From an optimization exercise on the open Yosys and OpenROAD flow, aimed at small area, a short achievable clock period and few clock cycles; shortcuts taken in it are not production practice.
In this exercise RTL edits were held to simulation tests only and were not proved equivalent to the original.
Power figures rest on the tool's default switching activity, not on a simulated workload.

==> flow/config.mk <==
export PLATFORM = sky130hd
export DESIGN_NAME = grid_maze_dfs_path_finder
export DESIGN_NICKNAME = grid_maze_dfs_path_finder
export VERILOG_FILES = /design/flow/design.v
export SDC_FILE = /design/flow/constraint.sdc
export NUM_CORES = 4
export LEC_CHECK = 0
export CAP_MARGIN = 20
export CORE_MARGIN = 2
export CORE_UTILIZATION = 40
export SLEW_MARGIN = 20
==> flow/constraint.sdc <==
create_clock -name core_clock -period 7.0 [get_ports {clk}]
set_input_delay 1.4000 -clock core_clock [delete_from_list [all_inputs] [get_ports {clk}]]
set_output_delay 1.4000 -clock core_clock [all_outputs]
set_load 0.01 [all_outputs]
==> flow/design.v <==
`timescale 1ns / 1ps
package gmdfs_pkg;
	localparam int GRID_ROWS  = 8;
	localparam int GRID_COLS  = 8;
	localparam int CELL_SLOTS = 64;
	localparam int IDX_W      = 6;
	localparam int BR_DEPTH   = CELL_SLOTS / 2;
	localparam logic CMD_LOAD = 1'b0;
	localparam logic CMD_RUN  = 1'b1;
	localparam logic [1:0] DIR_RIGHT = 2'd0;
	localparam logic [1:0] DIR_DOWN  = 2'd1;
	localparam logic [1:0] DIR_LEFT  = 2'd2;
	localparam logic [1:0] DIR_UP    = 2'd3;
endpackage
`timescale 1ns / 1ps
`timescale 1ns / 1ps
module grid_maze_dfs_path_finder (
	input  logic       clk,
	input  logic       arst_n,
	input  logic       item_valid,
	output logic       item_stall,
	input  logic       cmd,
	input  logic [2:0] cell_row,
	input  logic [2:0] cell_col,
	input  logic       blocked,
	output logic       result_valid,
	input  logic       result_stall,
	output logic       found,
	output logic [2:0] path_row,
	output logic [2:0] path_col,
	output logic       last
);
	localparam int N  = gmdfs_pkg::CELL_SLOTS;
	localparam int FD = gmdfs_pkg::BR_DEPTH - 1;    
	logic srch_q;      
	logic outm_q;      
	logic miss_q;      
	logic pend_q;      
	logic [5:0] x_q;
	logic [N-1:0] wall_q;
	logic [N-1:0] vis_q;
	logic [1:0]   par_q [N];
	logic       tos_v_q;
	logic [5:0] tos_b_q;
	logic [2:0] tos_m_q;   
	logic [4:0] fp_q;
	logic [8:0] stk_q [FD];
	logic xg;
	logic xz;
	logic expand;
	logic emit;
	logic item_acc;
	logic res_acc;
	logic done;
	logic run_acc;
	logic load_acc;
	logic start;
	assign xg     = x_q == 6'd63;
	assign xz     = x_q == 6'd0;
	assign expand = srch_q && !xg;
	assign emit   = outm_q || (srch_q && xg);
	assign result_valid = emit || miss_q;
	assign found        = !miss_q;
	assign path_row     = x_q[5:3];
	assign path_col     = x_q[2:0];
	assign last         = xz;
	assign item_stall   = expand || pend_q;
	assign item_acc = item_valid && !item_stall;
	assign res_acc  = result_valid && !result_stall;
	assign done     = res_acc && xz;
	assign run_acc  = item_acc && cmd == gmdfs_pkg::CMD_RUN;
	assign load_acc = item_acc && cmd == gmdfs_pkg::CMD_LOAD;
	assign start    = (run_acc || pend_q) && (!(emit || miss_q) || done);
	logic [N-1:0] dec;
	logic [N-1:0] free;
	logic [N-1:0] f_r;
	logic [N-1:0] f_d;
	logic [N-1:0] f_l;
	logic [N-1:0] f_u;
	logic [N-1:0] nv;
	logic [1:0]   nv_dir [N];
	for (genvar k = 0; k < N; k++) begin : g_cell
		localparam int R = k / 8;
		localparam int C = k % 8;
		logic from_l;   
		logic from_r;
		logic from_u;
		logic from_d;
		assign dec[k]  = x_q == 6'(k);
		assign free[k] = !wall_q[k] && !vis_q[k];
		assign f_r[k]  = (C != 7) ? free[(C != 7) ? k + 1 : k] : 1'b0;
		assign f_d[k]  = (R != 7) ? free[(R != 7) ? k + 8 : k] : 1'b0;
		assign f_l[k]  = (C != 0) ? free[(C != 0) ? k - 1 : k] : 1'b0;
		assign f_u[k]  = (R != 0) ? free[(R != 0) ? k - 8 : k] : 1'b0;
		assign from_l  = (C != 0) ? dec[(C != 0) ? k - 1 : k] : 1'b0;
		assign from_r  = (C != 7) ? dec[(C != 7) ? k + 1 : k] : 1'b0;
		assign from_u  = (R != 0) ? dec[(R != 0) ? k - 8 : k] : 1'b0;
		assign from_d  = (R != 7) ? dec[(R != 7) ? k + 8 : k] : 1'b0;
		assign nv[k]   = expand && free[k] && (from_l || from_r || from_u || from_d);
		assign nv_dir[k] = from_l ? gmdfs_pkg::DIR_LEFT :
			from_u ? gmdfs_pkg::DIR_UP :
			from_r ? gmdfs_pkg::DIR_RIGHT : gmdfs_pkg::DIR_DOWN;
	end
	logic c_r;
	logic c_d;
	logic c_l;
	logic c_u;
	logic any;
	logic [2:0] rem;
	logic [5:0] x_r;
	logic [5:0] x_d;
	logic [5:0] x_l;
	logic [5:0] x_u;
	logic [5:0] x_top;
	assign c_r = f_r[x_q];
	assign c_d = f_d[x_q];
	assign c_l = f_l[x_q];
	assign c_u = f_u[x_q];
	assign any = c_r || c_d || c_l || c_u;
	assign rem = {c_l && c_u, c_d && (c_l || c_u), c_r && (c_d || c_l || c_u)};
	assign x_r = {x_q[5:3], x_q[2:0] + 3'd1};
	assign x_d = {x_q[5:3] + 3'd1, x_q[2:0]};
	assign x_l = {x_q[5:3], x_q[2:0] - 3'd1};
	assign x_u = {x_q[5:3] - 3'd1, x_q[2:0]};
	assign x_top = c_u ? x_u : c_l ? x_l : c_d ? x_d : x_r;
	logic [5:0] t_nx;
	logic [2:0] tos_m_left;
	logic       push;
	logic       take;
	logic       pop;
	always_comb begin
		if (tos_m_q[2]) begin
			t_nx       = {tos_b_q[5:3], tos_b_q[2:0] - 3'd1};
			tos_m_left = {1'b0, tos_m_q[1:0]};
		end else if (tos_m_q[1]) begin
			t_nx       = {tos_b_q[5:3] + 3'd1, tos_b_q[2:0]};
			tos_m_left = {2'b00, tos_m_q[0]};
		end else begin
			t_nx       = {tos_b_q[5:3], tos_b_q[2:0] + 3'd1};
			tos_m_left = 3'b000;
		end
	end
	assign push = expand && (rem != 3'b000);
	assign take = expand && !any && tos_v_q;
	assign pop  = take && (tos_m_left == 3'b000);
	logic [1:0] pd;
	logic [5:0] x_par;
	assign pd = par_q[x_q];
	always_comb begin
		case (pd)
			gmdfs_pkg::DIR_RIGHT: x_par = {x_q[5:3], x_q[2:0] + 3'd1};
			gmdfs_pkg::DIR_DOWN:  x_par = {x_q[5:3] + 3'd1, x_q[2:0]};
			gmdfs_pkg::DIR_LEFT:  x_par = {x_q[5:3], x_q[2:0] - 3'd1};
			default:              x_par = {x_q[5:3] - 3'd1, x_q[2:0]};
		endcase
	end
	always_ff @(posedge clk or negedge arst_n) begin
		if (!arst_n) begin
			srch_q <= 1'b0;
			outm_q <= 1'b0;
			miss_q <= 1'b0;
			pend_q <= 1'b0;
		end else begin
			srch_q <= start || (expand && (any || tos_v_q));
			outm_q <= emit && !done;
			miss_q <= (expand && !any && !tos_v_q) || (miss_q && !done);
			pend_q <= (pend_q || run_acc) && !start;
		end
	end
	always_ff @(posedge clk) begin
		if (start) x_q <= 6'd0;
		else if (expand) x_q <= any ? x_top : (tos_v_q ? t_nx : 6'd0);
		else if (emit && res_acc && !xz) x_q <= x_par;
	end
	always_ff @(posedge clk or negedge arst_n) begin
		if (!arst_n) wall_q <= '0;
		else if (load_acc) wall_q[{cell_row, cell_col}] <= blocked;
	end
	always_ff @(posedge clk) begin
		if (start) vis_q <= N'(1);
		else vis_q <= vis_q | nv;
	end
	for (genvar k = 0; k < N; k++) begin : g_par
		always_ff @(posedge clk) begin
			if (nv[k]) par_q[k] <= nv_dir[k];
		end
	end
	always_ff @(posedge clk) begin
		if (start) begin
			tos_v_q <= 1'b0;
			fp_q    <= '0;
		end else if (push) begin
			tos_v_q <= 1'b1;
			tos_b_q <= x_q;
			tos_m_q <= rem;
			if (tos_v_q) fp_q <= fp_q + 5'd1;
		end else if (take) begin
			if (!pop) begin
				tos_m_q <= tos_m_left;
			end else if (fp_q != '0) begin
				{tos_b_q, tos_m_q} <= stk_q[fp_q - 5'd1];
				fp_q <= fp_q - 5'd1;
			end else begin
				tos_v_q <= 1'b0;
			end
		end
	end
	always_ff @(posedge clk) begin
		if (push && tos_v_q) stk_q[fp_q] <= {tos_b_q, tos_m_q};
	end
endmodule
==> flow/run.sh <==
#!/bin/bash
# synth_recipe.tcl (not shown) runs the flow's synth.tcl, then flattens the netlist and writes it again
# the make line also repeats each setting of config.mk as NAME=value (left out here)
make -C /OpenROAD-flow-scripts/flow DESIGN_CONFIG=/design/flow/config.mk WORK_HOME=/design/flow/orfs CLKGATE_MAP_FILE= SYNTH_SCRIPT=/design/flow/synth_recipe.tcl finish
==> summary.txt <==
[power by group]
group / leakage, nW / switching [mW] / internal, mW
logic: 4.09 / 4.76 / 2.39
registers: 5.32 / 0.556 / 4.51
clock network: 0.956 / 1.39 / 1.88
[worst paths after layout]
| kind | slack (ns) | startpoint | cells past startpoint | end |
|---|---|---|---|---|
| max | 1.03 | x_q[0]$_SDFFE_PP0P_ | 9 | item_stall |
| min | 0.47 | vis_q[54]$_SDFF_PP0_ | 2 | vis_q[54]$_SDFF_PP0_ |
| max reg2reg | 1.45 | x_q[0]$_SDFFE_PP0P_ | 10 | stk_q[25][6]$_DFFE_PP_ |
| min reg2reg | 0.47 | vis_q[54]$_SDFF_PP0_ | 2 | vis_q[54]$_SDFF_PP0_ |
| max in group asynchronous | 5.46 | arst_n | 2 | wall_q[17]$_DFFE_PN0P_ |
| min in group asynchronous | 0.95 | arst_n | 2 | wall_q[49]$_DFFE_PN0P_ |
[registers in the layout (all words and copies together), names as in the netlist]
signal and count:
tos_v_q 1, stk_q 279, outm_q 1, tos_m_q 3, fp_q 5, pend_q 1, vis_q 64, miss_q 1
x_q 6, par_q 127, srch_q 1, tos_b_q 6, wall_q 64
[kinds of logic after synthesis]
group,count (synthesis),synth area share
and+or+nand+nor,883,0.153
DFF,559,0.594
AOI/OAI and AO/OA,433,0.114
buffers and inverters,197,0.0338
muxes,132,0.0899
adders and majority gates,20,0.00938
xor gates and xnor gates,19,0.00630
[layout make-up]
type                    count  area, sq um
diodes                      1         2.50
clock buffers              67         1490
clock inverters            41          519
fillers                  5971        36000
inverters                  53          199
multi-input cells        1487         9890
flip-flops and latches    559        15700
well taps                 864         1080
repair buffers             76          618
[layer usage]
metal	vias to the layer above	GRT usage
li1	8389	-
met3	212	0.0790
met5	-	0
met1	9983	0.407
met4	4	0.0971
met2	1391	0.403
[metrics by stage]
| step | cells | hold slack (ns) | utilization |
|---|---|---|---|
| 2_1_floorplan | 2243 | 0.441 | - |
| 3_3_place_gp | 3039 | 0.454 | 0.419 |
| 3_5_place_dp | 3039 | 0.459 | 0.419 |
| 4_1_cts | 3147 | 0.471 | 0.450 |
| 5_1_grt | 3147 | 0.503 | 0.450 |
| 6_report | 3148 | 0.471 | 0.450 |
[cell usage in the layout, fill, tap and decap left out, types with 9 or more instances in the layout]
cell and count:
a211oi_1 44, a21oi_1 86, a221oi_1 9, a22oi_1 14, a311oi_1 11, and2_1 14, and3_1 22, buf_4 55
bufinv_16 9, clkbuf_16 57, clkdlybuf4s50_1 20, clkinv_1 10, dfrtp_1 68, dfxtp_1 69, edfxtp_1 415, ha_1 18
inv_1 48, mux2_2 22, mux2i_1 27, mux4_2 81, nand2_1 262, nand2b_1 13, nand3_1 47, nand3b_1 14
nand4_1 12, nor2_1 330, nor2b_1 13, nor3_1 71, nor3b_1 16, nor4_1 18, o211a_1 24, o21ai_0 107
o22ai_1 13, o31ai_1 9, or3_1 9, xnor2_1 12
[worst register-to-register path: stages (launching register included)]
cell	delay, ns
dfxtp_2	0.82
inv_2	0.41
mux4_2	0.47
o22ai_1	0.10
o31ai_1	0.38
and4_1	0.64
nor2_2	0.15
a22o_4	0.32
nor2_1	0.64
nand3_2	0.47
nor2_1	0.78
==> results.yml <==
run_status:
  outcome: "complete, no violations"
routing:
  wl_met2_microns: 40800
  routed_wirelength_microns: 96100
  wl_met3_microns: 12100
  wl_met1_microns: 39600
  drc: 0
  drt-pass1-iter-count: 6
  vias_per_cell: 6.35
  final_antenna_net_count: 0
  avgRoutedWirePerCell_microns: 30.5
  top_layer: "met5"
  drtIter0Drc: 3343
  vias: 20000
die:
  die_area_sq_mm: 0.0681
  start_util: 0.403
  die_w_microns: 261
  io_pins: 22
  die_h_microns: 261
  rows: 94
  coreArea_sq_mm: 0.0655
hold_path:
  hold_path.class: "flop to flop"
yosys:
  synth_area_leader_cell: "edfxtp_1"
  synth_cells: 2243
  synthTopCellsByArea: "edfxtp_1 (47%), mux4_2 (6.9%), dfrtp_1 (6.4%)"
  synth_edf_count: 415
  synth-main-ff-cell: "edfxtp_1"
  ys.warnings.count: 3
  yosys-top-cells-count: "edfxtp_1 (415), nor2_1 (332), nand2_1 (262), o21ai_0 (107), a21oi_1 (86)"
  synth_cell_types: 101
  synth-seq-cells: 559
  yosysTopAreaCellShare: 0.472
  syn_area_per_cell_sq_um: 11.8
  synth_most_common_cell: "edfxtp_1"
  async_reset_ff_frac: 0.122
  synthesis.nets: 2274
  netlist_area_sq_mm: 0.0264
  synth_seq_area_share: 0.594
clocking:
  clk_latency_ns: 0.68
  tritoncts: "yes"
  cts_resized: 0
  postCtsSetupBuffers: 0
  cts-root-buf: "clkbuf_16"
  cts_sinks: 559
  hold_buffers: 0
  htreeDepth: 2
  cts_buffers: 57
  clkTransAtPathRegs_ns: 0.06
  max-clock-path-buffers: 3
sta:
  max_slew.worst_pin.slew_ns: 1.26
  finalWorstSetupSlack_ns: 1.03
  period_share: 0.852
  setup_tns_ns: 0
  rsz0062_at_grt: "no"
  hold_violations: 0
  setup_viol: 0
  drv_slew: 0
  finalCriticalPeriod_ns: 5.97
  max_freq_mhz: 168
  fin_skew_ns: 0.0562
  relSlewSlack: 0.149
critical_path:
  crit_required_ns: 5.60
  max_stage_delay_ns: 0.82
  worstPathCellList: "buf_4 -> ha_1 -> buf_4 -> and3_1 -> nand2_1 -> nand2_1 -> buf_4 -> nand2b_1 -> clkdlybuf4s50_1"
  startpoint_type: "flop"
  cp_slowest_cell: "dfxtp_2"
  crit_type: "flop to output pin"
  crit_family: "buffers and inverters"
  cp-end-kind: "output pin"
  crit_top_cell: "buf_4"
  crit_fanout: 40
  cp.arrival_ns: 4.57
  cp_num_buf_inv: 4
final_layout:
  drive_gt1_frac: 0.136
  final_nets: 2265
  area_growth_pct: 11.7
  fin_area_sq_mm: 0.0295
place:
  io_buffers: 21
  gp_congestion: 1.01
  dp_hpwl_microns: 68900
  dpl-instance-area_sq_mm: 0.0275
  pre_cts_slack_ns: 1.59
power_and_ir_drop:
  power_mw: 15.5
  p_leak_nw: 10.4
  ir_drop_mv: 0.393
  power.density_mw_per_mm2: 525
run:
  cap_violations: 0
grt:
  overflow: 0
  first_global_vias: 18800
  grt_pass1_wl_microns: 137000
  track_usage: 0.280
  grt_antenna_before_repair: 2
  grt_max_degree: 74
Testbench counts, summed over its fixed seeds: cycles 27,963.

[port drivers added, routing unchanged]
In the flow no input, the clock included, has a driving cell. The finished layout below was timed again as built, in two steps.
Step 1 sets driving cells, clkbuf_16 on the clock port and buf_2 on the other inputs (assumed; they add their load-dependent delay and slew).
Step 2 moves the port delays by t, midway between the first and last clock arrival at a register: inputs arrive t later, outputs are due t later. That takes back most of the time a late clock gives input paths.
Slacks: ideal ports / drivers / drivers and shift; pairs: ideal ports / drivers.
shift t [ns]: 0.717
setup WS [ns]: 1.033 / 0.965 / 1.453
worst setup path after step 2: register to register
clock arrival spread, ns: 0.058 / 0.059
After both steps this run still meets setup and hold. For this run, drivers alone change the setup slack by -0.068 ns; drivers and shift together by +0.420 ns.
